Background: an optimization exercise with open tools, aiming at small area and a short achievable clock period. Do not read the settings as production practice.
RTL that was checked went through simulation tests only; none was proved equivalent to the original.
Only the layout flow was run in runs 1 and 5; the RTL was not checked for function there.
No activity file was given, so power comes from the tool's default toggle rates.

File: design.v
`timescale 1ns / 1ps
package bpcq_pkg;
   localparam int unsigned LEVEL_W  = 8;
   localparam int unsigned TIME_W   = 32;
   localparam int unsigned COUNT_W  = 16;
   localparam int unsigned CSR_IDX_W = 2;
   localparam int unsigned NUM_BUTTONS_DEF = 8;
   localparam int unsigned QUEUE_DEPTH_DEF = 16;
   localparam logic OP_SCAN = 1'b0;
   localparam logic OP_POP  = 1'b1;
   localparam logic [CSR_IDX_W-1:0] CSR_SHORT_TICKS   = 2'd0;
   localparam logic [CSR_IDX_W-1:0] CSR_LONG_TICKS    = 2'd1;
   localparam logic [CSR_IDX_W-1:0] CSR_BEEP_TICKS    = 2'd2;
   localparam logic [CSR_IDX_W-1:0] CSR_GATHER_WINDOW = 2'd3;
   localparam logic [COUNT_W-1:0] SHORT_TICKS_RST   = 16'd5;
   localparam logic [COUNT_W-1:0] LONG_TICKS_RST    = 16'd100;
   localparam logic [COUNT_W-1:0] BEEP_TICKS_RST    = 16'd10;
   localparam logic [COUNT_W-1:0] GATHER_WINDOW_RST = 16'd100;
   typedef struct packed {
      logic               op;
      logic [LEVEL_W-1:0] buttons_high;
      logic [TIME_W-1:0]  now_ms;
   } req_type;
   typedef struct packed {
      logic               beep_start;
      logic               beep_stop;
      logic               event_queued;
      logic               event_dropped;
      logic               pop_valid;
      logic [LEVEL_W-1:0] pop_mask;
      logic               pop_long;
   } rsp_type;
   typedef struct packed {
      logic [COUNT_W-1:0] short_ticks;
      logic [COUNT_W-1:0] long_ticks;
      logic [COUNT_W-1:0] beep_ticks;
      logic [COUNT_W-1:0] gather_window_ms;
   } cfg_type;
   typedef struct packed {
      logic               long_flag;
      logic [LEVEL_W-1:0] mask;
   } entry_type;
   typedef struct packed {
      logic      valid;
      entry_type entry;
   } push_type;
   typedef struct packed {
      logic empty;
      logic full;
   } qstat_type;
   typedef struct packed {
      logic beep_start;
      logic beep_stop;
      logic event_queued;
      logic event_dropped;
   } scan_flags_type;
endpackage
`timescale 1ns / 1ps
module bpcq_lane (
   input  logic        clock,
   input  logic        reset,
   input  logic        scan_en,
   input  logic        lvl,
   input  logic [15:0] nsm1,
   input  logic        short_nz,
   input  logic [15:0] nlong,
   output logic        mask,
   output logic        long_f,
   output logic        rose
);
   logic [15:0] hold_ff, hold_in;
   logic [16:0] c;
   logic        g_s, p_s, g_l, p_l, ge_s, ge_l, eq_s;
   always_comb begin
      logic [15:0] gs, ps, gl, pl;
      gs = hold_ff & nsm1;
      ps = hold_ff | nsm1;
      gl = hold_ff & nlong;
      pl = hold_ff | nlong;
      for (int w = 1; w < 16; w = w * 2) begin
         for (int j = 2 * w - 1; j < 16; j = j + 2 * w) begin
            gs[j] = gs[j] | (ps[j] & gs[j-w]);
            ps[j] = ps[j] & ps[j-w];
            gl[j] = gl[j] | (pl[j] & gl[j-w]);
            pl[j] = pl[j] & pl[j-w];
         end
      end
      g_s = gs[15];
      p_s = ps[15];
      g_l = gl[15];
      p_l = pl[15];
   end
   always_comb begin
      ge_s   = !short_nz || g_s;
      eq_s   = p_s && !g_s;
      ge_l   = g_l || p_l;
      mask   = lvl && (ge_s || ge_l);
      long_f = lvl && ge_l;
      rose   = !lvl && short_nz && eq_s;
      c[0] = 1'b1;
      for (int i = 0; i < 16; i++) begin
         c[i+1]     = c[i] & hold_ff[i];
         hold_in[i] = (hold_ff[i] ^ c[i]) | c[16];
      end
   end
   always_ff @(posedge clock) begin
      if (reset) begin
         hold_ff <= '0;
      end else if (scan_en) begin
         hold_ff <= lvl ? 16'd0 : hold_in;
      end
   end
endmodule
module bpcq_core (
   input  logic        clock,
   input  logic        reset,
   input  logic        scan_en,
   input  logic        pop_en,
   input  logic        rsp_load,
   input  logic        op,
   input  logic [7:0]  lvl,
   input  logic [31:0] now,
   input  logic [7:0]  ge_min,
   input  logic [7:0]  ge_long,
   input  logic [15:0] win,
   output logic [8:0]  wr_entry,
   output logic [3:0]  head,
   output logic [3:0]  tail,
   output logic        eq_flag,
   output logic        ed_flag,
   output logic        pv_flag
);
   logic [7:0]  pmask_ff, mask, mm;
   logic        plong_ff, lm, mask_any, fire, quiet;
   logic [31:0] last_ff;
   logic [3:0]  head_ff, tail_ff, head_p1, tail_p1;
   logic        empty, full, eq_ff, ed_ff, pv_ff;
   logic [15:0] last_hi1, e_lo;
   logic        e_wrap, win_zero;
   bpcq_core_pre u_pre (
      .last     (last_ff),
      .win      (win),
      .head     (head_ff),
      .tail     (tail_ff),
      .last_hi1 (last_hi1),
      .e_lo     (e_lo),
      .e_wrap   (e_wrap),
      .win_zero (win_zero),
      .head_p1  (head_p1),
      .tail_p1  (tail_p1),
      .empty    (empty),
      .full     (full)
   );
   assign mask     = lvl & ge_min;
   assign mask_any = (mask != 8'd0);
   assign mm       = pmask_ff | mask;
   assign lm       = plong_ff | ((lvl & ge_long) != 8'd0);
   assign wr_entry = {lm, mm};
   logic [15:0] now_lo, now_hi, g1, p1, g2, p2;
   logic        ge_lo, ge_end, hi_zero, lo_in;
   assign now_lo = now[15:0];
   assign now_hi = now[31:16];
   always_comb begin
      g1 = now_lo & ~last_ff[15:0];
      p1 = now_lo | ~last_ff[15:0];
      g2 = now_lo & ~e_lo;
      p2 = now_lo | ~e_lo;
      for (int w = 1; w < 16; w = w * 2) begin
         for (int j = 2 * w - 1; j < 16; j = j + 2 * w) begin
            g1[j] = g1[j] | (p1[j] & g1[j-w]);
            p1[j] = p1[j] & p1[j-w];
            g2[j] = g2[j] | (p2[j] & g2[j-w]);
            p2[j] = p2[j] & p2[j-w];
         end
      end
      ge_lo   = g1[15] | p1[15];
      ge_end  = g2[15] | p2[15];
      hi_zero = ge_lo ? (now_hi == last_ff[31:16]) : (now_hi == last_hi1);
      lo_in   = e_wrap ? (ge_lo | !ge_end) : (ge_lo & !ge_end);
      quiet   = !(hi_zero && lo_in);
   end
   assign fire = mask_any ? win_zero : ((pmask_ff != 8'd0) && quiet);
   always_ff @(posedge clock) begin
      if (reset) begin
         pmask_ff <= '0;
         plong_ff <= 1'b0;
         head_ff  <= '0;
         tail_ff  <= '0;
      end else begin
         if (scan_en) begin
            pmask_ff <= fire ? 8'd0 : mm;
            plong_ff <= fire ? 1'b0 : lm;
            if (fire && !full) head_ff <= head_p1;
         end
         if (pop_en && !empty) tail_ff <= tail_p1;
      end
   end
   always_ff @(posedge clock) begin
      if (scan_en && !reset && mask_any) last_ff <= now;
   end
   always_ff @(posedge clock) begin
      if (rsp_load) begin
         eq_ff <= !op && fire && !full;
         ed_ff <= !op && fire && full;
         pv_ff <= op && !empty;
      end
   end
   assign head    = head_ff;
   assign tail    = tail_ff;
   assign eq_flag = eq_ff;
   assign ed_flag = ed_ff;
   assign pv_flag = pv_ff;
endmodule
module bpcq_core_pre (
   input  logic [31:0] last,
   input  logic [15:0] win,
   input  logic [3:0]  head,
   input  logic [3:0]  tail,
   output logic [15:0] last_hi1,
   output logic [15:0] e_lo,
   output logic        e_wrap,
   output logic        win_zero,
   output logic [3:0]  head_p1,
   output logic [3:0]  tail_p1,
   output logic        empty,
   output logic        full
);
   assign last_hi1       = last[31:16] + 16'd1;
   assign {e_wrap, e_lo} = {1'b0, last[15:0]} + {1'b0, win};
   assign win_zero       = (win == 16'd0);
   assign head_p1        = head + 4'd1;
   assign tail_p1        = tail + 4'd1;
   assign empty          = (head == tail);
   assign full           = (head_p1 == tail);
endmodule
`timescale 1ns / 1ps
module bpcq_queue (
   input  logic       clock,
   input  logic [3:0] head,
   input  logic [3:0] tail,
   input  logic [8:0] wr_entry,
   output logic [8:0] last_pop
);
   logic [8:0] mem [0:15];
   always_ff @(posedge clock) begin
      mem[head] <= wr_entry;
   end
   assign last_pop = mem[tail - 4'd1];
endmodule
`timescale 1ns / 1ps
module button_press_classifier_queue_unit (
   input  logic        clock,
   input  logic        reset,
   input  logic        req_valid,
   output logic        req_stall,
   input  logic [40:0] req_payload_bits,
   output logic        rsp_valid,
   input  logic        rsp_stall,
   output logic [13:0] rsp_payload_bits,
   input  logic        csr_valid,
   output logic        csr_ready,
   input  logic [1:0]  csr_index,
   input  logic [15:0] csr_wdata
);
   logic        op;
   logic [7:0]  lvl;
   logic [31:0] now;
   assign op  = req_payload_bits[40];
   assign lvl = req_payload_bits[39:32];
   assign now = req_payload_bits[31:0];
   logic rsp_valid_ff, req_fire, scan_en, pop_en;
   assign req_stall = rsp_valid_ff && rsp_stall;
   assign req_fire  = req_valid && !req_stall;
   assign scan_en   = req_fire && !op;
   assign pop_en    = req_fire && op;
   assign csr_ready = 1'b1;
   assign rsp_valid = rsp_valid_ff;
   always_ff @(posedge clock) begin
      if (reset) rsp_valid_ff <= 1'b0;
      else       rsp_valid_ff <= req_fire || (rsp_valid_ff && rsp_stall);
   end
   logic [15:0] nsm1_ff, nlong_ff, beep_t_ff, win_ff;
   always_ff @(posedge clock) begin
      if (reset) begin
         nsm1_ff   <= -16'd5;
         nlong_ff  <= ~16'd100;
         beep_t_ff <= 16'd10;
         win_ff    <= 16'd100;
      end else if (csr_valid) begin
         case (csr_index)
            2'd0: nsm1_ff   <= -csr_wdata;
            2'd1: nlong_ff  <= ~csr_wdata;
            2'd2: beep_t_ff <= csr_wdata;
            default: win_ff <= csr_wdata;
         endcase
      end
   end
   logic        short_nz;
   logic [7:0]  ge_min, ge_long, rose;
   assign short_nz = (nsm1_ff != 16'd0);
   for (genvar i = 0; i < 8; i++) begin : g_lane
      bpcq_lane u_lane (
         .clock    (clock),
         .reset    (reset),
         .scan_en  (scan_en),
         .lvl      (lvl[i]),
         .nsm1     (nsm1_ff),
         .short_nz (short_nz),
         .nlong    (nlong_ff),
         .mask     (ge_min[i]),
         .long_f   (ge_long[i]),
         .rose     (rose[i])
      );
   end
   logic [15:0] beep_ff;
   logic        beep_le1, start, beep_stop;
   assign beep_le1  = (beep_ff[15:1] == 15'd0);
   assign beep_stop = (beep_ff == 16'd1);
   assign start     = beep_le1 && (rose != 8'd0);
   always_ff @(posedge clock) begin
      if (reset) begin
         beep_ff <= '0;
      end else if (scan_en) begin
         beep_ff <= start ? beep_t_ff : (beep_le1 ? 16'd0 : beep_ff - 16'd1);
      end
   end
   logic [8:0] wr_entry, last_pop;
   logic [3:0] head, tail;
   logic       eq_flag, ed_flag, pv_flag;
   bpcq_core u_core (
      .clock    (clock),
      .reset    (reset),
      .scan_en  (scan_en),
      .pop_en   (pop_en),
      .rsp_load (!req_stall),
      .op       (op),
      .lvl      (lvl),
      .now      (now),
      .ge_min   (ge_min),
      .ge_long  (ge_long),
      .win      (win_ff),
      .wr_entry (wr_entry),
      .head     (head),
      .tail     (tail),
      .eq_flag  (eq_flag),
      .ed_flag  (ed_flag),
      .pv_flag  (pv_flag)
   );
   bpcq_queue u_queue (
      .clock    (clock),
      .head     (head),
      .tail     (tail),
      .wr_entry (wr_entry),
      .last_pop (last_pop)
   );
   logic bs_ff, bp_ff;
   always_ff @(posedge clock) begin
      if (!req_stall) begin
         bs_ff <= !op && start;
         bp_ff <= !op && beep_stop;
      end
   end
   assign rsp_payload_bits = {bs_ff, bp_ff, eq_flag, ed_flag, pv_flag,
                              pv_flag ? {last_pop[7:0], last_pop[8]} : 9'd0};
endmodule
File: flow/run.sh
#!/bin/bash
# Own layout flow: the standard ORFS layout (standard.sh, unchanged
# synthesis) with two layout knobs changed on make's command line:
#  - the setup repair margin, so that repair_timing works towards the
#    period the design can reach rather than stopping 5 ns short of 10.5 ns;
#  - the port buffer cell, a plain buffer instead of the delay buffer that
#    buffer_ports picks by default. Every port is still buffered.
# The full make output goes to run_flow.log in the work folder; ORFS's own
# per-step logs stay under orfs/logs.
set -euo pipefail
MARGIN=${OWN_SETUP_MARGIN:-6.2}
bash standard.sh \
  "SETUP_SLACK_MARGIN=${MARGIN}" \
  "BUFFER_PORTS_ARGS=-buffer_cell sky130_fd_sc_hd__buf_2" \
  finish > run_flow.log 2>&1
File: standard.sh
#!/bin/bash
# synth_recipe.tcl (not shown) runs the flow's synth.tcl, then flattens the netlist and writes it again
# the make line also repeats each setting of config.mk as NAME=value (left out here)
make -C /OpenROAD-flow-scripts/flow DESIGN_CONFIG=/design/flow/config.mk WORK_HOME=/design/flow/orfs CLKGATE_MAP_FILE= SYNTH_SCRIPT=/design/flow/synth_recipe.tcl "${@:-finish}"
File: config.mk
export PLATFORM = sky130hd
export DESIGN_NAME = button_press_classifier_queue_unit
export DESIGN_NICKNAME = button_press_classifier_queue_unit
export VERILOG_FILES = /design/flow/design.v
export SDC_FILE = /design/flow/constraint.sdc
export NUM_CORES = 4
export LEC_CHECK = 0
export CAP_MARGIN = 20
export CORE_MARGIN = 2
export CORE_UTILIZATION = 40
export SETUP_SLACK_MARGIN = 5
export SLEW_MARGIN = 20
export SYNTH_HIERARCHICAL = 1
File: constraint.sdc
create_clock -name core_clock -period 10.5 [get_ports {clock}]
set_input_delay 2.1000 -clock core_clock [delete_from_list [all_inputs] [get_ports {clock}]]
set_output_delay 2.1000 -clock core_clock [all_outputs]
set_load 0.01 [all_outputs]
==> metrics.csv, run 1 <==
stage;metric;value;unit
status;outcome;no timing/DRC/antenna violations;
floorplan;area of the core;0.0600;mm²
sta;post-route setup slack;5.86;ns
finish;commonest non-fill, non-tap cells in the layout;nor2_1 (577), dfxtp_1 (217), mux2i_1 (183);
worst_setup_path;Crit path largest cell delay;0.56;ns
floorplan;Initial Util;40.3;%
place;routability cong.;0.857;
yosys;Mapped Nets;2782;
place;Port-buffer cells;79;
min_path;hold_sp;beep_t_ff[15]$_SDFFE_PP0P_;
detailed_routing;DR WL/cell;20.2;µm
yosys;#FFs+latches synth;407;
worst_setup_path;CP endpoint kind;primary output;
yosys;Yosys warnings;10;
yosys;ys async rst share;0;%
sta;TNS Setup;0;ns
floorplan;Die Span X;250;µm
clocking;Clock Latency Late Sink;0.61;ns
global_route;Overflow after GRT;0;
power;Clock Power Share;44.7;%
place;detailed placement HPWL;45.4;mm
worst_setup_path;worst r2r dst;u_core.head_ff[0]$_SDFFE_PP0P_;
yosys;Mapped Cells;2582;
power;cell internal pwr;0.00283;W
place;dpl cell area;0.0253;mm²
detailed_routing;final WL;70.1;mm
global_route;total track usage;21.9;%
power;Pwr Density;140;mW/mm²
floorplan;FP Rows;90;
detailed_routing;Vias;20600;
clocking;CTS tree;done;
finish;number of fill cells;5628;
sta;skew final;0.0436;ns
clocking;Max Buffers Root-to-Sink;3;
sta;Slew headroom;19.3;%
finish;most common library cell in the layout ignoring fill and taps;nor2_1;
finish;Final Instance Area;0.0275;mm²
global_route;largest net degree at the start of global routing;74;
power;Sw Pwr;0.00103;W
worst_setup_path;cell with the largest stage delay on the worst path;mux4_1;
worst_setup_path;start of the worst register-to-register path;u_core.last_ff[1]$_DFFE_PP_;
sta;setup repair after global routing missed its margin;true;
floorplan;Die Y;250;µm
power;worst vdd ir;0.000115;V
clocking;Clock Sinks;407;
finish;area delta synth->final;13.8;%
place;Setup WS pre-CTS;4.74;ns
worst_setup_path;crit path DAT;2.54;ns
global_route;initial antenna violation count;7;
sta;# setup viols final;0;
yosys;syn_area_per_cell;9.36;µm²
detailed_routing;number of DRC markers in iteration 0;1849;
power;switch share;26.6;%
power;sequential share of power;44.3;%
worst_setup_path;Reg2Reg Setup Slack;6.38;ns
worst_setup_path;Max FO, Critical Path;8;
global_route;first-pass GRT wire length;110;mm
floorplan;I/O pins;81;
yosys;Post-Syn Area;0.0242;mm²
global_route;vias in the first global route;19800;
worst_setup_path;CP startpoint kind;flop;
yosys;EDFF count, synth;181;
yosys;Post-synth top flop;dfxtp_1;
min_path;class of the worst hold path;flop to flop;
worst_setup_path;Critical Path RT;8.40;ns
sta;fmax;216;MHz
sta;Tightest Pin Transition;1.21;ns
clocking;Num CTS Buffers;47;
detailed_routing;Via density;5.92;
finish;fraction of layout cells with a size suffix above 1;12.6;%
clocking;Clock Pin Slew Worst Setup and Hold Paths;0.06;ns
power;Lkg Pwr;10.8;nW
finish;register area;0.00998;mm²
sta;fin. max-slew vios;0;
floorplan;Die ar.;0.0624;mm²
yosys;Yosys cell types;95;
min_path;hold path endpoint;beep_t_ff[15]$_SDFFE_PP0P_;
sta;Min Clock Period, post-route;4.64;ns
finish;area of the multi-input gates;0.0136;mm²
worst_setup_path;worst-path cell chain;inv_2 -> ha_4 -> xor2_4 -> buf_12 -> mux4_1 -> mux2i_1 -> and2_1 -> buf_2;
detailed_routing;Routed Antenna Nets;0;
worst_setup_path;reg2reg path depth;16;
min_path;WHS Path Cells;2;
clocking;CTS root buf;clkbuf_16;
power;logic gate share of total power;11.0;%
job;Max Cap Violations;0;
detailed_routing;DRC Markers;0;
yosys;sequential area share after synthesis;41.2;%
sta;Fin. Hold Viols;0;
worst_setup_path;kind of critical path;flop to primary output;
finish;layout net count;2854;
detailed_routing;first drt pass iteration count;8;
sta;period utilization;44.1;%
clocking;CTS H-tree lvls;2;
-- timing repair --
| action | in CTS | in global routing |
|---|---|---|
| pin swaps | 8 | 14 |
| gates resized for setup | 33 | 22 |
| cloned | 2 | 1 |
| setup buffers | 22 | 9 |
| endpoints found under the hold margin | 0 | 0 |
| hold buffers | 0 | 0 |
| endpoints found under the setup margin | 57 | 77 |
-- state kept, by name, summed over array words and instances, names as in the netlist --
name	flops
u_core.plong_ff	1
u_core.ed_ff	1
beep_ff	16
bs_ff	1
u_queue.mem	144
nsm1_ff	16
u_core.head_ff	4
bp_ff	1
u_core.eq_ff	1
nlong_ff	16
rsp_valid_ff	1
u_core.pv_ff	1
beep_t_ff	16
g_lane.u_lane.hold_ff	128
win_ff	16
u_core.pmask_ff	8
u_core.tail_ff	4
u_core.last_ff	32
-- critical path, delay by kind of cell (launching register included) --
kind / cells / cell delay [ns]
multiplexers: 2 / 0.71
flip-flops: 1 / 0.37
buffers and inverters: 3 / 0.35
XOR/XNOR: 1 / 0.20
adder cells (fa/ha/maj): 1 / 0.17
AND/OR/NAND/NOR: 1 / 0.14
-- final cells by class --
type	instances	area share [%]
flip-flops and latches	407	36.3
clock buffers	62	4.89
diodes	3	0.0273
clock inverters	26	1.16
repair buffers	141	3.77
multi-input cells	1997	49.4
inverters	60	0.874
well taps	782	3.56
-- cell usage after synthesis (28+ instances only) --
cell type / n / share of area [%]
o21ai_0: 39 / 0.81
inv_1: 58 / 0.90
dfxtp_1: 226 / 19
mux2i_1: 183 / 7.6
a21oi_1: 121 / 2.5
o22ai_1: 90 / 2.3
edfxtp_1: 181 / 22
a211oi_1: 30 / 0.93
a31oi_1: 28 / 0.72
clkbuf_1: 76 / 1.2
xor2_1: 32 / 1.2
a22oi_1: 93 / 2.9
nor3_1: 40 / 0.83
nor2_1: 580 / 9.0
xnor2_1: 36 / 1.3
nand2_1: 155 / 2.4
nand3_1: 28 / 0.58
ha_1: 135 / 7.0
-- kinds of logic after synthesis --
| group | after synthesis | share of synthesized area [%] |
|---|---|---|
| AND/OR/NAND/NOR | 965 | 17.7 |
| AO/OA/AOI/OAI | 608 | 17.7 |
| flip-flops | 407 | 41.2 |
| multiplexers | 210 | 10.1 |
| buffers and inverters | 179 | 3.34 |
| adder cells (fa/ha/maj) | 142 | 7.32 |
| XOR/XNOR | 70 | 2.65 |
| other | 1 | 0.0155 |
-- power by group through the flow --
stage,sequential (W),clock [W],combinational (W)
after global routing,0.00171,0.00183,0.000466
final,0.00171,0.00172,0.000425
after detailed placement,0.00174,0,0.000410
after global placement,0.00174,0,0.000402
after CTS,0.00171,0.00176,0.000416
after floorplan,0.00174,0,0.000308
-- metal layers --
metal / GRT usage [%] / vias to the layer above / wire length, µm
met5: 0 / - / 22
met3: 3.70 / 171 / 5350
met1: 29.3 / 9873 / 30100
li1: - / 9791 / -
met4: 8.66 / 6 / 2700
met2: 35.4 / 753 / 31900
-- modules after synthesis, one instance, submodules excluded --
module,copies in the design,flops+latches,cell area [µm²]
bpcq_queue,1,144,5750
bpcq_core_pre,1,0,1200
bpcq_core,1,52,2980
button_press_classifier_queue_unit,1,83,3760
bpcq_lane,8,16,1310
-- stage by stage --
step / cells / total power (W) / hold slack, ns / util [%]
after floorplan: 2582 / 0.00204 / 0.432 / -
final: 3478 / 0.00386 / 0.462 / 45.8
after global routing: 3475 / 0.00400 / 0.480 / 45.8
after global placement: 3352 / 0.00214 / 0.452 / 42.1
after detailed placement: 3352 / 0.00215 / 0.454 / 42.1
after CTS: 3464 / 0.00389 / 0.463 / 45.5
-- how the worst max path moves through the flow --
stage	to	from	slack [ns]
after global routing	rsp_payload_bits[3]	u_core.tail_ff[0]$_SDFFE_PP0P_	5.74
after global placement	u_core.last_ff[1]$_DFFE_PP_	rsp_stall	4.81
after floorplan	req_stall	rsp_stall	6.18
after CTS	rsp_payload_bits[1]	u_core.tail_ff[0]$_SDFFE_PP0P_	5.80
final	rsp_payload_bits[1]	u_core.tail_ff[0]$_SDFFE_PP0P_	5.86
after detailed placement	u_core.last_ff[1]$_DFFE_PP_	rsp_stall	4.74
==> run 2, diff against run 1 <==
--- a/design.v
+++ b/design.v
@@ -128,7 +128,8 @@
    output logic [3:0]  tail,
    output logic        eq_flag,
    output logic        ed_flag,
-   output logic        pv_flag
+   output logic        pv_flag,
+   output logic        empty_o
 );
    logic [7:0]  pmask_ff, mask, mm;
    logic        plong_ff, lm, mask_any, fire, quiet;
@@ -210,6 +211,7 @@
    assign eq_flag = eq_ff;
    assign ed_flag = ed_ff;
    assign pv_flag = pv_ff;
+   assign empty_o = empty;
 endmodule
 module bpcq_core_pre (
    input  logic [31:0] last,
@@ -239,13 +241,13 @@
    input  logic [3:0] head,
    input  logic [3:0] tail,
    input  logic [8:0] wr_entry,
-   output logic [8:0] last_pop
+   output logic [8:0] rd_entry
 );
    logic [8:0] mem [0:15];
    always_ff @(posedge clock) begin
       mem[head] <= wr_entry;
    end
-   assign last_pop = mem[tail - 4'd1];
+   assign rd_entry = mem[tail];
 endmodule
 `timescale 1ns / 1ps
 module button_press_classifier_queue_unit (
@@ -324,9 +326,9 @@
          beep_ff <= start ? beep_t_ff : (beep_le1 ? 16'd0 : beep_ff - 16'd1);
       end
    end
-   logic [8:0] wr_entry, last_pop;
+   logic [8:0] wr_entry, rd_entry;
    logic [3:0] head, tail;
-   logic       eq_flag, ed_flag, pv_flag;
+   logic       eq_flag, ed_flag, pv_flag, empty;
    bpcq_core u_core (
       .clock    (clock),
       .reset    (reset),
@@ -344,22 +346,24 @@
       .tail     (tail),
       .eq_flag  (eq_flag),
       .ed_flag  (ed_flag),
-      .pv_flag  (pv_flag)
+      .pv_flag  (pv_flag),
+      .empty_o  (empty)
    );
    bpcq_queue u_queue (
       .clock    (clock),
       .head     (head),
       .tail     (tail),
       .wr_entry (wr_entry),
-      .last_pop (last_pop)
+      .rd_entry (rd_entry)
    );
-   logic bs_ff, bp_ff;
+   logic       bs_ff, bp_ff;
+   logic [8:0] pop_ff;
    always_ff @(posedge clock) begin
       if (!req_stall) begin
-         bs_ff <= !op && start;
-         bp_ff <= !op && beep_stop;
+         bs_ff  <= !op && start;
+         bp_ff  <= !op && beep_stop;
+         pop_ff <= (op && !empty) ? {rd_entry[7:0], rd_entry[8]} : 9'd0;
       end
    end
-   assign rsp_payload_bits = {bs_ff, bp_ff, eq_flag, ed_flag, pv_flag,
-                              pv_flag ? {last_pop[7:0], last_pop[8]} : 9'd0};
+   assign rsp_payload_bits = {bs_ff, bp_ff, eq_flag, ed_flag, pv_flag, pop_ff};
 endmodule
==> flow/run.sh (replaced) <==
#!/bin/bash
# Own layout flow: the standard ORFS layout (standard.sh, with its
# unchanged synthesis), with these layout knobs changed on make's command
# line:
#  - the setup repair margin, so that repair_timing works towards the
#    period the design can reach rather than stopping 5 ns short of 10.5 ns;
#  - the port buffer cell: a plain buffer instead of the delay buffer that
#    buffer_ports picks by default. Every port is still buffered;
#  - clock tree synthesis: clkbuf_8 buffers in larger sink clusters and no
#    dummy loads. The clock still reaches every register through buffers.
# The full make output goes to run_flow.log in the work folder; ORFS's own
# per-step logs stay under orfs/logs.
set -euo pipefail
MARGIN=${OWN_SETUP_MARGIN:-6.0}
CTS="-sink_clustering_enable -repair_clock_nets -dont_use_dummy_load"
CTS="$CTS -buf_list sky130_fd_sc_hd__clkbuf_8"
CTS="$CTS -sink_clustering_size 20 -sink_clustering_max_diameter 60"
bash standard.sh \
  "SETUP_SLACK_MARGIN=${MARGIN}" \
  "BUFFER_PORTS_ARGS=-buffer_cell sky130_fd_sc_hd__buf_2" \
  "CTS_ARGS=${CTS}" \
  finish > run_flow.log 2>&1
--- a/config.mk
+++ b/config.mk
@@ -8,6 +8,5 @@
 export CAP_MARGIN = 20
 export CORE_MARGIN = 2
 export CORE_UTILIZATION = 40
-export SETUP_SLACK_MARGIN = 5
 export SLEW_MARGIN = 20
 export SYNTH_HIERARCHICAL = 1
==> metrics.csv, run 2 <==
stage;metric;value;unit
detailed_routing;Via density;5.97;
clocking;Clock Latency Late Sink;0.68;ns
detailed_routing;Routed Antenna Nets;0;
finish;Final Instance Area;0.0261;mm²
finish;layout net count;2824;
yosys;ys async rst share;0;%
finish;number of fill cells;5824;
yosys;Post-synth top flop;dfxtp_1;
sta;skew final;0.114;ns
finish;most common library cell in the layout ignoring fill and taps;nor2_1;
worst_setup_path;CP endpoint kind;primary output;
global_route;largest net degree at the start of global routing;82;
yosys;#FFs+latches synth;416;
worst_setup_path;kind of critical path;input pin to primary output;
finish;number of flip-flops in the largest register;144;
worst_setup_path;start of the worst register-to-register path;u_core.last_ff[0]$_DFFE_PP_;
floorplan;Initial Util;40.3;%
power;Pwr Density;123;mW/mm²
global_route;vias in the first global route;19800;
yosys;commonest cells in the netlist;nor2_1 (579), dfxtp_1 (226), edfxtp_1 (190), nand2_1 (167), ha_1 (134);
floorplan;Die Span X;250;µm
power;worst vdd ir;0.000106;V
clocking;CTS root buf;clkbuf_8;
sta;period utilization;42.8;%
place;Port-buffer cells;79;
finish;Layout Utilization;43.4;%
floorplan;I/O pins;81;
min_path;hold_sp;beep_t_ff[8]$_SDFFE_PP0P_;
yosys;Yosys warnings;10;
detailed_routing;DRC Markers;0;
detailed_routing;Vias;20300;
detailed_routing;final WL;68.5;mm
worst_setup_path;CP startpoint kind;input pin;
yosys;Yosys cell types;94;
sta;setup repair after global routing missed its margin;false;
finish;commonest non-fill, non-tap cells in the layout;nor2_1 (577), dfxtp_1 (223), edfxtp_1 (190);
sta;Slew headroom;29.5;%
finish;area delta synth->final;7.61;%
clocking;CTS H-tree lvls;2;
worst_setup_path;Max FO, Critical Path;2;
yosys;Mapped Cells;2578;
clocking;CTS tree;done;
yosys;Synth top area share;23.5;%
detailed_routing;first drt pass iteration count;8;
place;Setup WS pre-CTS;5.54;ns
global_route;initial antenna violation count;3;
yosys;top post-synthesis cells by area;edfxtp_1 (24%), dfxtp_1 (19%), nor2_1 (9.0%), ha_1 (6.9%), mux2i_1 (5.2%);
detailed_routing;met2 WL;30.9;mm
yosys;syn_area_per_cell;9.41;µm²
sta;post-route setup slack;6.01;ns
detailed_routing;number of DRC markers in iteration 0;1842;
sta;fin. max-slew vios;0;
floorplan;FP Rows;90;
power;Lkg Pwr;10.3;nW
worst_setup_path;Critical Path RT;8.40;ns
detailed_routing;DR WL/cell;20.1;µm
floorplan;Die ar.;0.0626;mm²
finish;largest reg by FF count;u_queue.mem;
detailed_routing;wire length on met1;30.3;mm
yosys;Mapped Nets;2777;
global_route;Overflow after GRT;0;
place;detailed placement HPWL;45.5;mm
yosys;sequential area share after synthesis;42.2;%
global_route;first-pass GRT wire length;108;mm
clocking;Num CTS Buffers;40;
detailed_routing;WL met3;5.06;mm
sta;fmax;223;MHz
clocking;Clock Sinks;416;
yosys;most common cell in the synthesized netlist;nor2_1;
yosys;Post-Syn Area;0.0243;mm²
worst_setup_path;crit path DAT;2.39;ns
floorplan;Die Y;250;µm
place;dpl cell area;0.0254;mm²
min_path;class of the worst hold path;flop to flop;
sta;TNS Setup;0;ns
sta;Fin. Hold Viols;0;
sta;Min Clock Period, post-route;4.49;ns
place;routability cong.;0.909;
sta;Hold Slack;0.463;ns
yosys;post-synth top area cell;edfxtp_1;
detailed_routing;Top Layer Used;met5;
clocking;Clock Pin Slew Worst Setup and Hold Paths;0.10;ns
finish;Largest regs;u_queue.mem (144), g_lane.u_lane.hold_ff (128), u_core.last_ff (32);
yosys;EDFF count, synth;190;
status;outcome;no timing/DRC/antenna violations;
finish;fraction of layout cells with a size suffix above 1;9.42;%
worst_setup_path;CP Launch Point;rsp_stall;
global_route;total track usage;21.4;%
clocking;Max Buffers Root-to-Sink;3;
sta;# setup viols final;0;
job;Max Cap Violations;0;
sta;Tightest Pin Transition;1.05;ns
floorplan;area of the core;0.0601;mm²
clocking;hold buffer count at cts;0;
run 2: path summary, 6_finish.rpt:
kind / slack (ns) / to / cells after the start
min: 0.46 / beep_t_ff[8]$_SDFFE_PP0P_ / 2
max reg2reg: 6.20 / u_core.head_ff[0]$_SDFFE_PP0P_ / 16
min reg2reg: 0.46 / beep_t_ff[8]$_SDFFE_PP0P_ / 2
max: 6.01 / req_stall / 4
run 2: worst max-delay path, cell delays in order:
cell and delay [ns]:
buf_8 0.10, nand2_8 0.05, inv_4 0.03, buf_6 0.11
run 2: kinds of logic (layout without fill, tap and decap cells):
| family | Yosys count | in the layout | share of synthesized area, % |
|---|---|---|---|
| multiplexers | 162 | 162 | 8.77 |
| AND/OR/NAND/NOR | 982 | 982 | 17.9 |
| adder cells (fa/ha/maj) | 141 | 141 | 7.25 |
| XOR/XNOR | 67 | 67 | 2.42 |
| AO/OA/AOI/OAI | 633 | 633 | 18.2 |
| buffers and inverters | 176 | 221 | 3.23 |
| flip-flops | 416 | 416 | 42.2 |
| other | 1 | 3 | 0.0155 |
run 2: report_power, final:
| group | switching [W] | leakage [nW] | internal (W) | total, W |
|---|---|---|---|---|
| registers | 0.0000375 | 3.52 | 0.00171 | 0.00175 |
| logic | 0.000370 | 6.45 | 0.000197 | 0.000568 |
| clock network | 0.000541 | 0.288 | 0.000340 | 0.000882 |
run 2: per-stage QoR:
| step | total power, W | instances |
|---|---|---|
| floorplan | 0.00220 | 2578 |
| global placement | 0.00233 | 3357 |
| detailed placement | 0.00234 | 3357 |
| CTS | 0.00322 | 3401 |
| global route | 0.00335 | 3406 |
| finish | 0.00320 | 3407 |
run 2: what timing repair did:
action,4_1_cts,5_1_grt
setup buffers,4,3
pin swaps,2,3
setup endpoints to repair,16,136
gates resized for setup,8,11
run 2: final cells by class:
| type | instances | area (µm²) | share of cell area [%] |
|---|---|---|---|
| Tap cell | 782 | 978 | 3.75 |
| Sequential cell | 416 | 10200 | 39.2 |
| Timing Repair Buffer | 124 | 787 | 3.01 |
| Multi-Input combinational cell | 1986 | 13300 | 51.0 |
| Antenna cell | 2 | 5.00 | 0.0192 |
| Inverter | 57 | 230 | 0.882 |
| Clock buffer | 40 | 551 | 2.11 |
run 2: Yosys stat by module (local to each module, per instance):
module | copies in the design | flops+latches | cell area (µm²) | cells
bpcq_lane | 8 | 16 | 1310 | 176
bpcq_queue | 1 | 144 | 5590 | 244
bpcq_core | 1 | 52 | 2980 | 280
button_press_classifier_queue_unit | 1 | 92 | 4010 | 483
bpcq_core_pre | 1 | 0 | 1200 | 163
run 2: per-layer routing:
metal	vias up	global-route usage, %
met4	4	7.61
li1	9731	-
met2	702	34.6
met3	155	4.04
met1	9748	28.8
met5	-	0
==> run 3, diff against run 2 <==
--- a/config.mk
+++ b/config.mk
@@ -9,4 +9,3 @@
 export CORE_MARGIN = 2
 export CORE_UTILIZATION = 40
 export SLEW_MARGIN = 20
-export SYNTH_HIERARCHICAL = 1
==> metrics.csv, run 3 <==
stage;metric;value;unit
status;outcome;no timing/DRC/antenna violations;
min_path;hold_sp;beep_t_ff[5]$_SDFFE_PP0P_;
yosys;EDFF count, synth;190;
yosys;Mapped Nets;2755;
floorplan;Die Span X;246;µm
min_path;WHS Path Cells;2;
detailed_routing;DR WL/cell;19.9;µm
yosys;Synth top area share;24.4;%
power;Sw Pwr;0.000817;W
detailed_routing;first drt pass iteration count;6;
finish;Layout Utilization;43.4;%
finish;largest reg by FF count;u_queue.mem;
yosys;syn_area_per_cell;9.17;µm²
job;Max Cap Violations;0;
sta;skew final;0.103;ns
min_path;hold path endpoint;beep_t_ff[5]$_SDFFE_PP0P_;
yosys;Synth Area in XOR/XNOR;2.10;%
floorplan;I/O pins;81;
finish;area delta synth->final;7.19;%
detailed_routing;DRC Markers;0;
global_route;largest net degree at the start of global routing;237;
worst_setup_path;Reg2Reg Setup Slack;6.27;ns
global_route;initial antenna violation count;12;
global_route;vias in the first global route;18400;
place;detailed placement HPWL;43.4;mm
yosys;Yosys warnings;4;
worst_setup_path;Crit path largest cell delay;0.11;ns
clocking;Clock Sinks;416;
floorplan;FP Rows;88;
floorplan;Initial Util;40.5;%
place;Port-buffer cells;79;
sta;fin. max-slew vios;0;
worst_setup_path;start of the worst register-to-register path;nlong_ff[11]$_SDFFE_PP1P_;
finish;Largest regs;u_queue.mem (144), g_lane.u_lane.hold_ff (128), u_core.last_ff (32);
sta;TNS Setup;0;ns
clocking;CTS tree;done;
yosys;Yosys cell types;83;
power;cell internal pwr;0.00217;W
yosys;post-synth top area cell;edfxtp_1;
power;Clock Power Share;27.9;%
worst_setup_path;cell with the largest stage delay on the worst path;buf_6;
finish;layout net count;2727;
clocking;Num CTS Buffers;36;
place;routability cong.;0.910;
place;Setup WS pre-CTS;4.75;ns
power;Lkg Pwr;9.68;nW
worst_setup_path;Critical Path RT;8.40;ns
yosys;largest family of logic cells by synthesized area;simple AND/OR/NAND/NOR gates;
worst_setup_path;reg2reg path depth;13;
global_route;total track usage;21.4;%
yosys;Post-Synth Simple-Gate Area;19.5;%
power;Pwr Density;119;mW/mm²
worst_setup_path;Max FO, Critical Path;2;
yosys;sequential area share after synthesis;43.7;%
sta;setup repair after global routing missed its margin;true;
yosys;commonest cells in the netlist;nor2_1 (406), dfxtp_1 (226), a21oi_1 (214), nand2_1 (206), edfxtp_1 (190);
yosys;top post-synthesis cells by area;edfxtp_1 (24%), dfxtp_1 (19%), ha_1 (7.3%), nor2_1 (6.5%), a21oi_1 (4.6%);
clocking;Max Buffers Root-to-Sink;3;
power;logic gate share of total power;13.4;%
worst_setup_path;CP startpoint kind;input pin;
power;switch share;27.3;%
detailed_routing;number of DRC markers in iteration 0;1647;
finish;commonest non-fill, non-tap cells in the layout;nor2_1 (403), dfxtp_1 (225), a21oi_1 (214);
power;sequential share of power;58.7;%
detailed_routing;final WL;65.6;mm
finish;fraction of layout cells with a size suffix above 1;10.1;%
worst_setup_path;crit path DAT;2.39;ns
clocking;Clock Pin Slew Worst Setup and Hold Paths;0.05;ns
global_route;first-pass GRT wire length;103;mm
sta;# setup viols final;0;
power;Pwr Total;0.00299;W
yosys;post-synthesis mux area share;4.89;%
sta;fmax;223;MHz
worst_setup_path;CP endpoint kind;primary output;
floorplan;Die ar.;0.0605;mm²
sta;Min Clock Period, post-route;4.49;ns
detailed_routing;Vias;19700;
sta;period utilization;42.8;%
worst_setup_path;worst-path cell chain;buf_8 -> nand2_8 -> inv_4 -> buf_6;
yosys;Synth Area in Adders;8.10;%
yosys;most common cell in the synthesized netlist;nor2_1;
clocking;Clock Latency Late Sink;0.67;ns
yosys;ys async rst share;0;%
sta;Fin. Hold Viols;0;
min_path;class of the worst hold path;flop to flop;
floorplan;Die Y;246;µm
floorplan;area of the core;0.0578;mm²
yosys;Post-Syn Area;0.0234;mm²
sta;post-route setup slack;6.01;ns
detailed_routing;Routed Antenna Nets;0;
clocking;CTS root buf;clkbuf_8;
yosys;#FFs+latches synth;416;
sta;Tightest Pin Transition;1.12;ns
yosys;compound-gate portion of the synthesized area;17.8;%
worst_setup_path;kind of critical path;input pin to primary output;
power;worst vdd ir;0.0000782;V
detailed_routing;Via density;5.97;
clocking;CTS H-tree lvls;2;
finish;number of flip-flops in the largest register;144;
finish;most common library cell in the layout ignoring fill and taps;nor2_1;
yosys;Post-synth top flop;dfxtp_1;
worst_setup_path;worst r2r dst;u_core.head_ff[2]$_SDFFE_PP0P_;
sta;Slew headroom;25.2;%
global_route;Overflow after GRT;0;
yosys;Mapped Cells;2553;
## run 3: cell types whose count changed after synthesis, moves of 41 or more
cell | previous run | this run
a21oi_1 | 126 | 214
clkbuf_1 | 76 | 148
a22oi_1 | 110 | 69
nor2_1 | 579 | 406
mux2i_1 | 126 | 9
nor3_1 | 39 | 149
## run 3: cell families (layout without fill, tap and decap cells)
kind of cell / count (synthesis) / after routing
compound gates: 641 / 641
xor+xnor: 56 / 56
fa+ha+maj: 154 / 154
buf+inv: 227 / 197
flops: 416 / 416
mux: 57 / 57
other cells: 1 / 6
simple gates: 1001 / 1001
## run 3: area by class of cell
type	instances	area (µm²)
Tap cell	765	957
Clock buffer	36	495
Multi-Input combinational cell	1910	12400
Inverter	36	138
Fill cell	5495	32700
Timing Repair Buffer	125	828
Sequential cell	416	10200
Antenna cell	5	12.5
## run 3: worst max-delay path by stage
stage,start,endpoint,slack [ns],cells after the start
2_1_floorplan,req_payload_bits[10],u_core.head_ff[0]$_SDFFE_PP0P_,5.88,12
3_3_place_gp,req_payload_bits[0],u_core.head_ff[0]$_SDFFE_PP0P_,4.81,13
3_5_place_dp,req_payload_bits[0],u_core.head_ff[0]$_SDFFE_PP0P_,4.75,13
4_1_cts,rsp_stall,req_stall,6.00,4
5_1_grt,rsp_stall,req_stall,6.00,4
6_report,rsp_stall,req_stall,6.01,4
## run 3: power groups by stage
| stage | Clock (W) | Sequential [W] | Combinational (W) |
|---|---|---|---|
| after floorplan | 0 | 0.00177 | 0.000277 |
| after global placement | 0 | 0.00179 | 0.000373 |
| after detailed placement | 0 | 0.00179 | 0.000381 |
| after CTS | 0.000862 | 0.00175 | 0.000387 |
| after global routing | 0.000917 | 0.00176 | 0.000439 |
| final | 0.000834 | 0.00175 | 0.000399 |
## run 3: per-layer routing
metal  share of wire, %  GRT usage, %  vias up  wire [µm]
met3                7.3          4.14      137       4760
met4                3.1          7.22       12       2040
met2                 47          35.5      658      30800
met1                 43          27.9     9455      27900
met5               0.11             0        -         74
li1                   -             -     9390          -
## run 3: worst max-delay path: cells and delay by family
kind,cells,cell delay (ns)
buffers and inverters,3,0.24
and+or+nand+nor,1,0.05
## run 3: stage by stage
| step | cell area (µm²) | instances | hold WS, ns |
|---|---|---|---|
| after floorplan | 23400 | 2553 | 0.437 |
| after global placement | 24300 | 3245 | 0.449 |
| after detailed placement | 24300 | 3245 | 0.453 |
| after CTS | 24900 | 3284 | 0.461 |
| after global routing | 25100 | 3293 | 0.478 |
| final | 25100 | 3293 | 0.456 |
## run 3: repair_timing
action | CTS | global route
gates resized for setup | 10 | 22
pin swaps | 0 | 3
endpoints found under the setup margin | 16 | 13
setup buffers | 3 | 2
hold buffers | 0 | 0
==> run 4, diff against run 3 <==
--- a/flow/run.sh
+++ b/flow/run.sh
@@ -14,7 +14,7 @@
 MARGIN=${OWN_SETUP_MARGIN:-6.0}
 CTS="-sink_clustering_enable -repair_clock_nets -dont_use_dummy_load"
 CTS="$CTS -buf_list sky130_fd_sc_hd__clkbuf_8"
-CTS="$CTS -sink_clustering_size 20 -sink_clustering_max_diameter 60"
+CTS="$CTS -sink_clustering_size 16 -sink_clustering_max_diameter 50"
 bash standard.sh \
   "SETUP_SLACK_MARGIN=${MARGIN}" \
   "BUFFER_PORTS_ARGS=-buffer_cell sky130_fd_sc_hd__buf_2" \
--- a/config.mk
+++ b/config.mk
@@ -7,5 +7,5 @@
 export LEC_CHECK = 0
 export CAP_MARGIN = 20
 export CORE_MARGIN = 2
-export CORE_UTILIZATION = 40
+export CORE_UTILIZATION = 60
 export SLEW_MARGIN = 20
==> metrics.csv, run 4 <==
stage;metric;value;unit
status;outcome;no timing/DRC/antenna violations;
finish;largest reg by FF count;u_queue.mem;
worst_setup_path;cell with the largest stage delay on the worst path;buf_6;
finish;Largest regs;u_queue.mem (144), g_lane.u_lane.hold_ff (128), u_core.last_ff (32);
floorplan;Die ar.;0.0406;mm²
finish;number of flip-flops in the largest register;144;
clocking;CTS root buf;clkbuf_8;
floorplan;Die Span X;201;µm
clocking;Max Buffers Root-to-Sink;3;
yosys;top post-synthesis cells by area;edfxtp_1 (24%), dfxtp_1 (19%), ha_1 (7.3%), nor2_1 (6.5%), a21oi_1 (4.6%);
yosys;Mapped Cells;2553;
detailed_routing;DRC Markers;0;
detailed_routing;number of DRC markers in iteration 0;2067;
finish;layout net count;2737;
power;worst vdd ir;0.000117;V
clocking;Clock Pin Slew Worst Setup and Hold Paths;0.10;ns
place;detailed placement HPWL;42.9;mm
floorplan;Initial Util;60.7;%
floorplan;FP Rows;72;
worst_setup_path;CP endpoint kind;primary output;
yosys;EDFF count, synth;190;
detailed_routing;Vias;19800;
worst_setup_path;Max FO, Critical Path;2;
yosys;sequential area share after synthesis;43.7;%
worst_setup_path;CP startpoint kind;input pin;
global_route;first-pass GRT wire length;101;mm
sta;post-route setup slack;6.00;ns
power;Lkg Pwr;9.73;nW
power;sequential share of power;57.0;%
yosys;Yosys warnings;4;
job;Max Cap Violations;0;
finish;Layout Utilization;64.5;%
floorplan;I/O pins;81;
yosys;Mapped Nets;2755;
yosys;Post-Syn Area;0.0234;mm²
detailed_routing;first drt pass iteration count;9;
sta;Min Clock Period, post-route;4.50;ns
place;routability cong.;0.921;
yosys;#FFs+latches synth;416;
yosys;post-synth top area cell;edfxtp_1;
yosys;ys async rst share;0;%
floorplan;Die Y;201;µm
sta;Slew headroom;27.6;%
global_route;largest net degree at the start of global routing;104;
clocking;Clock Latency Late Sink;0.67;ns
sta;Fin. Hold Viols;0;
clocking;CTS tree;done;
floorplan;area of the core;0.0386;mm²
sta;fin. max-slew vios;0;
sta;TNS Setup;0;ns
power;logic gate share of total power;12.9;%
place;Setup WS pre-CTS;4.77;ns
power;Sw Pwr;0.000832;W
global_route;Overflow after GRT;0;
power;Clock Power Share;30.1;%
detailed_routing;Via density;6.50;
place;Port-buffer cells;79;
sta;skew final;0.0758;ns
worst_setup_path;Critical Path RT;8.40;ns
finish;area delta synth->final;6.25;%
worst_setup_path;crit path DAT;2.40;ns
detailed_routing;final WL;63.7;mm
sta;Tightest Pin Transition;1.08;ns
worst_setup_path;Crit path max-delay family;buffers and inverters;
power;Pwr Total;0.00308;W
finish;fraction of layout cells with a size suffix above 1;10.4;%
worst_setup_path;WP buf/inv;3;
sta;period utilization;42.8;%
clocking;Clock Sinks;416;
worst_setup_path;worst-path cell chain;buf_8 -> nand2_8 -> inv_4 -> buf_6;
clocking;CTS H-tree lvls;2;
power;cell internal pwr;0.00225;W
sta;# setup viols final;0;
finish;most common library cell in the layout ignoring fill and taps;nor2_1;
global_route;initial antenna violation count;2;
yosys;most common cell in the synthesized netlist;nor2_1;
global_route;vias in the first global route;18400;
detailed_routing;DR WL/cell;20.9;µm
yosys;syn_area_per_cell;9.17;µm²
power;switch share;27.0;%
worst_setup_path;Crit path largest cell delay;0.11;ns
sta;fmax;222;MHz
min_path;class of the worst hold path;flop to flop;
clocking;Num CTS Buffers;46;
yosys;Post-synth top flop;dfxtp_1;
detailed_routing;Routed Antenna Nets;0;
sta;setup repair after global routing missed its margin;true;
global_route;total track usage;31.2;%
power;Pwr Density;124;mW/mm²
yosys;Yosys cell types;83;
finish;commonest non-fill, non-tap cells in the layout;nor2_1 (405), dfxtp_1 (225), a21oi_1 (214);
worst_setup_path;kind of critical path;input pin to primary output;
yosys;commonest cells in the netlist;nor2_1 (406), dfxtp_1 (226), a21oi_1 (214), nand2_1 (206), edfxtp_1 (190);
yosys;Synth top area share;24.4;%
-- run 4: cell counts after synthesis --
No cell type changed its count.
-- run 4: power groups by stage --
stage	Sequential, W	Combinational (W)	Clock [W]
final	0.00176	0.000399	0.000926
after global routing	0.00176	0.000438	0.00100
after CTS	0.00176	0.000384	0.000951
after detailed placement	0.00179	0.000379	0
after global placement	0.00179	0.000372	0
after floorplan	0.00177	0.000277	0
-- run 4: final timing paths --
| kind | from | endpoint | slack, ns | depth (start not counted) |
|---|---|---|---|---|
| max | rsp_stall | req_stall | 6.00 | 4 |
| min | beep_t_ff[15]$_SDFFE_PP0P_ | beep_ff[15]$_SDFFE_PP0P_ | 0.46 | 2 |
| max reg2reg | nsm1_ff[3]$_SDFFE_PP1P_ | u_core.head_ff[0]$_SDFFE_PP0P_ | 6.21 | 12 |
| min reg2reg | beep_t_ff[15]$_SDFFE_PP0P_ | beep_ff[15]$_SDFFE_PP0P_ | 0.46 | 2 |
-- run 4: metrics by stage --
step	instance area [µm²]	instances	hold slack, ns
final	24900	3052	0.456
after global routing	24900	3051	0.478
after CTS	24700	3050	0.461
after detailed placement	24000	3000	0.447
after global placement	24000	3000	0.446
after floorplan	23400	2553	0.437
-- run 4: cells by family (layout without fill, tap and decap cells) --
logic type	count (synthesis)	in the layout	share of synthesized area, %
and+or+nand+nor	1001	1001	19.5
other	1	2	0.0160
DFF	416	416	43.7
buffers and inverters	227	207	3.90
adders and majority gates	154	154	8.10
xor gates and xnor gates	56	56	2.10
muxes	57	57	4.89
AOI/OAI and AO/OA	641	641	17.8
-- run 4: metal layers --
layer / wire [µm] / vias to the layer above / GRT usage [%]
met4: 1830 / 4 / 9.06
met5: 27 / - / 0
met1: 27700 / 9500 / 44.2
met2: 28100 / 761 / 48.7
li1: - / 9418 / -
met3: 5970 / 145 / 6.25
-- run 4: repair_timing --
action	4_1_cts	5_1_grt
hold endpoints to repair	0	0
buffers inserted	4	0
setup endpoints to repair	16	16
hold buffers	0	0
pin swaps	0	9
resized for setup	8	24
-- run 4: layout make-up --
cell class                 instances  area, µm²
timing repair buffer             125        803
inverter                          36        138
tap                              518        648
sequential                       416      10200
antenna                            1       2.50
fill                            3248      13700
multi-input combinational       1910      12400
clock buffer                      46        633
-- run 4: tightest hold or removal path: cells and delay by family, from the launching register on --
kind	cells	cell delay (ns)
flops	1	0.32
compound gates	1	0.06
simple gates	1	0.07
==> run 5, diff against run 4 <==
--- a/design.v
+++ b/design.v
@@ -126,6 +126,7 @@
    output logic [8:0]  wr_entry,
    output logic [3:0]  head,
    output logic [3:0]  tail,
+   output logic        full_o,
    output logic        eq_flag,
    output logic        ed_flag,
    output logic        pv_flag,
@@ -135,7 +136,7 @@
    logic        plong_ff, lm, mask_any, fire, quiet;
    logic [31:0] last_ff;
    logic [3:0]  head_ff, tail_ff, head_p1, tail_p1;
-   logic        empty, full, eq_ff, ed_ff, pv_ff;
+   logic        full_ff, to_full, empty, full, eq_ff, ed_ff, pv_ff;
    logic [15:0] last_hi1, e_lo;
    logic        e_wrap, win_zero;
    bpcq_core_pre u_pre (
@@ -143,12 +144,14 @@
       .win      (win),
       .head     (head_ff),
       .tail     (tail_ff),
+      .full_ff  (full_ff),
       .last_hi1 (last_hi1),
       .e_lo     (e_lo),
       .e_wrap   (e_wrap),
       .win_zero (win_zero),
       .head_p1  (head_p1),
       .tail_p1  (tail_p1),
+      .to_full  (to_full),
       .empty    (empty),
       .full     (full)
    );
@@ -187,13 +190,20 @@
          plong_ff <= 1'b0;
          head_ff  <= '0;
          tail_ff  <= '0;
+         full_ff  <= 1'b0;
       end else begin
          if (scan_en) begin
             pmask_ff <= fire ? 8'd0 : mm;
             plong_ff <= fire ? 1'b0 : lm;
-            if (fire && !full) head_ff <= head_p1;
+            if (fire && !full) begin
+               head_ff <= head_p1;
+               full_ff <= to_full;
+            end
+         end
+         if (pop_en && !empty) begin
+            tail_ff <= tail_p1;
+            full_ff <= 1'b0;
          end
-         if (pop_en && !empty) tail_ff <= tail_p1;
       end
    end
    always_ff @(posedge clock) begin
@@ -212,42 +222,52 @@
    assign ed_flag = ed_ff;
    assign pv_flag = pv_ff;
    assign empty_o = empty;
+   assign full_o  = full;
 endmodule
 module bpcq_core_pre (
    input  logic [31:0] last,
    input  logic [15:0] win,
    input  logic [3:0]  head,
    input  logic [3:0]  tail,
+   input  logic        full_ff,
    output logic [15:0] last_hi1,
    output logic [15:0] e_lo,
    output logic        e_wrap,
    output logic        win_zero,
    output logic [3:0]  head_p1,
    output logic [3:0]  tail_p1,
+   output logic        to_full,
    output logic        empty,
    output logic        full
 );
    assign last_hi1       = last[31:16] + 16'd1;
    assign {e_wrap, e_lo} = {1'b0, last[15:0]} + {1'b0, win};
    assign win_zero       = (win == 16'd0);
-   assign head_p1        = head + 4'd1;
-   assign tail_p1        = tail + 4'd1;
-   assign empty          = (head == tail);
-   assign full           = (head_p1 == tail);
+   assign head_p1        = (head == 4'd14) ? 4'd0 : head + 4'd1;
+   assign tail_p1        = (tail == 4'd14) ? 4'd0 : tail + 4'd1;
+   assign to_full        = (head_p1 == tail);
+   assign empty          = (head == tail) && !full_ff;
+   assign full           = full_ff;
 endmodule
 `timescale 1ns / 1ps
 module bpcq_queue (
    input  logic       clock,
    input  logic [3:0] head,
    input  logic [3:0] tail,
+   input  logic       full,
    input  logic [8:0] wr_entry,
    output logic [8:0] rd_entry
 );
-   logic [8:0] mem [0:15];
+   logic [8:0] mem [0:14];
    always_ff @(posedge clock) begin
-      mem[head] <= wr_entry;
+      if (!full) mem[head] <= wr_entry;
+   end
+   logic [8:0] rd_slot [0:15];
+   always_comb begin
+      for (int k = 0; k < 15; k++) rd_slot[k] = mem[k];
+      rd_slot[15] = mem[14];
    end
-   assign rd_entry = mem[tail];
+   assign rd_entry = rd_slot[tail];
 endmodule
 `timescale 1ns / 1ps
 module button_press_classifier_queue_unit (
@@ -328,7 +348,7 @@
    end
    logic [8:0] wr_entry, rd_entry;
    logic [3:0] head, tail;
-   logic       eq_flag, ed_flag, pv_flag, empty;
+   logic       eq_flag, ed_flag, pv_flag, empty, full;
    bpcq_core u_core (
       .clock    (clock),
       .reset    (reset),
@@ -344,6 +364,7 @@
       .wr_entry (wr_entry),
       .head     (head),
       .tail     (tail),
+      .full_o   (full),
       .eq_flag  (eq_flag),
       .ed_flag  (ed_flag),
       .pv_flag  (pv_flag),
@@ -353,6 +374,7 @@
       .clock    (clock),
       .head     (head),
       .tail     (tail),
+      .full     (full),
       .wr_entry (wr_entry),
       .rd_entry (rd_entry)
    );
--- a/config.mk
+++ b/config.mk
@@ -7,5 +7,5 @@
 export LEC_CHECK = 0
 export CAP_MARGIN = 20
 export CORE_MARGIN = 2
-export CORE_UTILIZATION = 60
+export CORE_UTILIZATION = 40
 export SLEW_MARGIN = 20
==> metrics.csv, run 5 <==
stage;metric;value;unit
finish;most common library cell in the layout ignoring fill and taps;nor2_1;
floorplan;Initial Util;40.4;%
finish;area delta synth->final;7.35;%
finish;commonest non-fill, non-tap cells in the layout;nor2_1 (427), a21oi_1 (241), dfxtp_1 (226);
sta;fmax;223;MHz
worst_setup_path;Crit path largest cell delay;0.10;ns
sta;# setup viols final;0;
worst_setup_path;Crit path max-delay family;buffers and inverters;
detailed_routing;first drt pass iteration count;8;
sta;period utilization;42.8;%
yosys;commonest cells in the netlist;nor2_1 (429), a21oi_1 (243), dfxtp_1 (227), nand2_1 (204), nor3_1 (190);
worst_setup_path;WP buf/inv;3;
yosys;Synth top area share;23.3;%
sta;Tightest Pin Transition;1.13;ns
worst_setup_path;reg2reg path depth;13;
sta;Slew headroom;24.6;%
worst_setup_path;start of the worst register-to-register path;nsm1_ff[9]$_SDFFE_PP1P_;
worst_setup_path;Reg2Reg Setup Slack;6.09;ns
power;Lkg Pwr;9.38;nW
clocking;Max Buffers Root-to-Sink;3;
finish;fraction of layout cells with a size suffix above 1;8.97;%
floorplan;I/O pins;81;
place;Port-buffer cells;79;
worst_setup_path;worst-path cell chain;buf_8 -> nand2_8 -> inv_4 -> buf_6;
yosys;top post-synthesis cells by area;edfxtp_1 (23%), dfxtp_1 (19%), ha_1 (7.1%), nor2_1 (6.9%), a21oi_1 (5.2%);
yosys;#FFs+latches synth;408;
global_route;largest net degree at the start of global routing;112;
power;Pwr Density;118;mW/mm²
power;Clock Power Share;31.3;%
worst_setup_path;worst r2r dst;u_core.head_ff[3]$_SDFFE_PP0P_;
floorplan;FP Rows;88;
yosys;post-synth top area cell;edfxtp_1;
global_route;total track usage;22.5;%
yosys;Mapped Cells;2695;
yosys;ys async rst share;0;%
yosys;Yosys warnings;5;
worst_setup_path;cell with the largest stage delay on the worst path;buf_8;
sta;skew final;0.127;ns
clocking;Clock Sinks;408;
job;Max Cap Violations;0;
clocking;hold buffer count at cts;0;
yosys;Post-synth top flop;dfxtp_1;
clocking;Clock Pin Slew Worst Setup and Hold Paths;0.09;ns
power;Sw Pwr;0.000799;W
min_path;hold_sp;beep_t_ff[9]$_SDFFE_PP0P_;
global_route;initial antenna violation count;5;
finish;number of fill cells;5666;
floorplan;Die Span X;246;µm
global_route;vias in the first global route;19300;
power;logic gate share of total power;11.1;%
min_path;WHS Path Cells;2;
place;# placed instances;3360;
detailed_routing;Vias;20800;
min_path;hold path endpoint;beep_t_ff[9]$_SDFFE_PP0P_;
status;outcome;no timing/DRC/antenna violations;
finish;Non-Filler Instances;3411;
finish;Largest regs;u_queue.mem (135), g_lane.u_lane.hold_ff (128), u_core.last_ff (32);
clocking;CTS tree;done;
sta;fin. max-slew vios;0;
finish;largest reg by FF count;u_queue.mem;
clocking;Num CTS Buffers;45;
clocking;Clock Latency Late Sink;0.70;ns
yosys;syn_area_per_cell;8.66;µm²
place;routability cong.;0.855;
clocking;CTS root buf;clkbuf_8;
power;worst vdd ir;0.0000849;V
global_route;Overflow after GRT;0;
floorplan;Die ar.;0.0603;mm²
place;detailed placement HPWL;45.2;mm
worst_setup_path;CP endpoint kind;primary output;
finish;layout net count;2842;
power;cell internal pwr;0.00216;W
sta;setup repair after global routing missed its margin;true;
yosys;EDFF count, synth;181;
floorplan;area of the core;0.0577;mm²
global_route;first-pass GRT wire length;108;mm
sta;TNS Setup;0;ns
worst_setup_path;crit path DAT;2.39;ns
yosys;sequential area share after synthesis;42.8;%
worst_setup_path;cell depth of the worst setup path;4;
yosys;most common cell in the synthesized netlist;nor2_1;
finish;number of flip-flops in the largest register;135;
floorplan;Die Y;246;µm
worst_setup_path;Max FO, Critical Path;2;
worst_setup_path;CP startpoint kind;input pin;
sta;Hold Slack;0.458;ns
worst_setup_path;kind of critical path;input pin to primary output;
yosys;Yosys cell types;92;
yosys;Post-Syn Area;0.0233;mm²
sta;Fin. Hold Viols;0;
min_path;class of the worst hold path;flop to flop;
detailed_routing;Via density;6.10;
power;Pwr Total;0.00296;W
power;switch share;27.0;%
detailed_routing;DRC Markers;0;
detailed_routing;final WL;69.8;mm
detailed_routing;Routed Antenna Nets;0;
sta;Min Clock Period, post-route;4.49;ns
clocking;CTS H-tree lvls;2;
power;sequential share of power;57.6;%
yosys;Mapped Nets;2892;
detailed_routing;number of DRC markers in iteration 0;1868;
detailed_routing;DR WL/cell;20.5;µm
worst_setup_path;Critical Path RT;8.40;ns
==> run 5: area by class of cell <==
class                   count  area, µm²  area share (%)
repair buffers            121        739            2.95
inverters                  37        141           0.564
diodes                      3       7.51          0.0300
multi-input cells        2032      12600            50.3
clock buffers              45        619            2.47
well taps                 765        957            3.82
flip-flops and latches    408       9980            39.8
==> run 5: worst max path at each step <==
stage | start | end | slack, ns
detailed placement | req_payload_bits[5] | u_core.pmask_ff[4]$_SDFFE_PP0P_ | 5.37
global placement | req_payload_bits[0] | u_core.head_ff[1]$_SDFFE_PP0P_ | 5.43
CTS | rsp_stall | req_stall | 6.01
finish | rsp_stall | req_stall | 6.01
floorplan | req_payload_bits[5] | u_core.full_ff$_SDFFE_PP0P_ | 5.98
global route | rsp_stall | req_stall | 5.99
==> run 5: what timing repair did <==
item,CTS,global route
pin swaps,0,7
gates resized for setup,8,19
setup endpoints to repair,2,17
gates cloned,0,1
setup buffers,1,0
==> run 5: power groups by stage <==
stage / combinational (W) / clock [W] / sequential [W]
finish: 0.000329 / 0.000926 / 0.00170
global route: 0.000361 / 0.00101 / 0.00170
CTS: 0.000320 / 0.000955 / 0.00170
detailed placement: 0.000317 / 0 / 0.00174
global placement: 0.000311 / 0 / 0.00174
floorplan: 0.000240 / 0 / 0.00171
==> run 5: logic make-up (layout without fill, tap and decap cells) <==
family	count (synthesis)	in the layout	synth area share (%)
and+or+nand+nor	1041	1041	20.4
xor gates and xnor gates	54	54	2.03
AOI/OAI and AO/OA	766	767	21.7
other	1	4	0.0161
muxes	25	25	1.10
adders and majority gates	144	144	7.64
buffers and inverters	256	203	4.34
DFF	408	408	42.8
==> run 5: tightest hold or removal path: cells and delay by family (launching register included) <==
family           cells  cell delay [ns]
flip-flops           1             0.32
AO/OA/AOI/OAI        1             0.05
AND/OR/NAND/NOR      1             0.05
==> run 5: routing by layer <==
metal | up-vias | global-route usage (%) | routed length, µm
met5 | - | 0 | 24
met4 | 4 | 7.27 | 2110
met3 | 142 | 3.78 | 5690
met2 | 828 | 35.6 | 31200
met1 | 9958 | 31.2 | 30800
li1 | 9859 | - | -
==> run 5: metrics by stage <==
step / cell area [µm²] / util, % / worst slack, ns
2_1_floorplan: 23400 / - / 5.98
3_3_place_gp: 24300 / 42.0 / 5.43
3_5_place_dp: 24300 / 42.0 / 5.37
4_1_cts: 24900 / 43.2 / 6.01
5_1_grt: 25000 / 43.4 / 5.99
6_report: 25000 / 43.4 / 6.01

[separate check: timing with driven ports]
In the flow no input, the clock included, has a driving cell. The finished layouts below were timed again as built, in two steps. Step 1, drivers: a clkbuf_16 drives clock and a buf_2 each remaining input, both assumed. Step 2, shift: input delay + t, output delay - t, t = (earliest + latest rising clock arrival at the registers) / 2. This alone moves slack from input paths to output paths. Slacks: no drivers / after step 1 / after step 2; pairs: no drivers / after step 1.
run	shift t [ns]	slack for setup (ns)	worst setup path at the end	slew at the worst register clock pin (ns)
run 1	0.652	5.865 / 5.803 / 5.723	input to register	0.07 / 0.07
run 2	0.678	6.008 / 5.965 / 5.534	input to register	0.12 / 0.12
run 3	0.672	6.007 / 5.963 / 5.398	input to register	0.12 / 0.12
run 4	0.687	6.004 / 5.960 / 5.341	input to register	0.10 / 0.10
run 5	0.689	6.010 / 5.968 / 5.495	input to register	0.10 / 0.10
After both steps setup and hold are still met in every run listed. The setup slack of run 4, which loses most, moves by -0.044 ns with the drivers and by -0.663 ns with both steps.
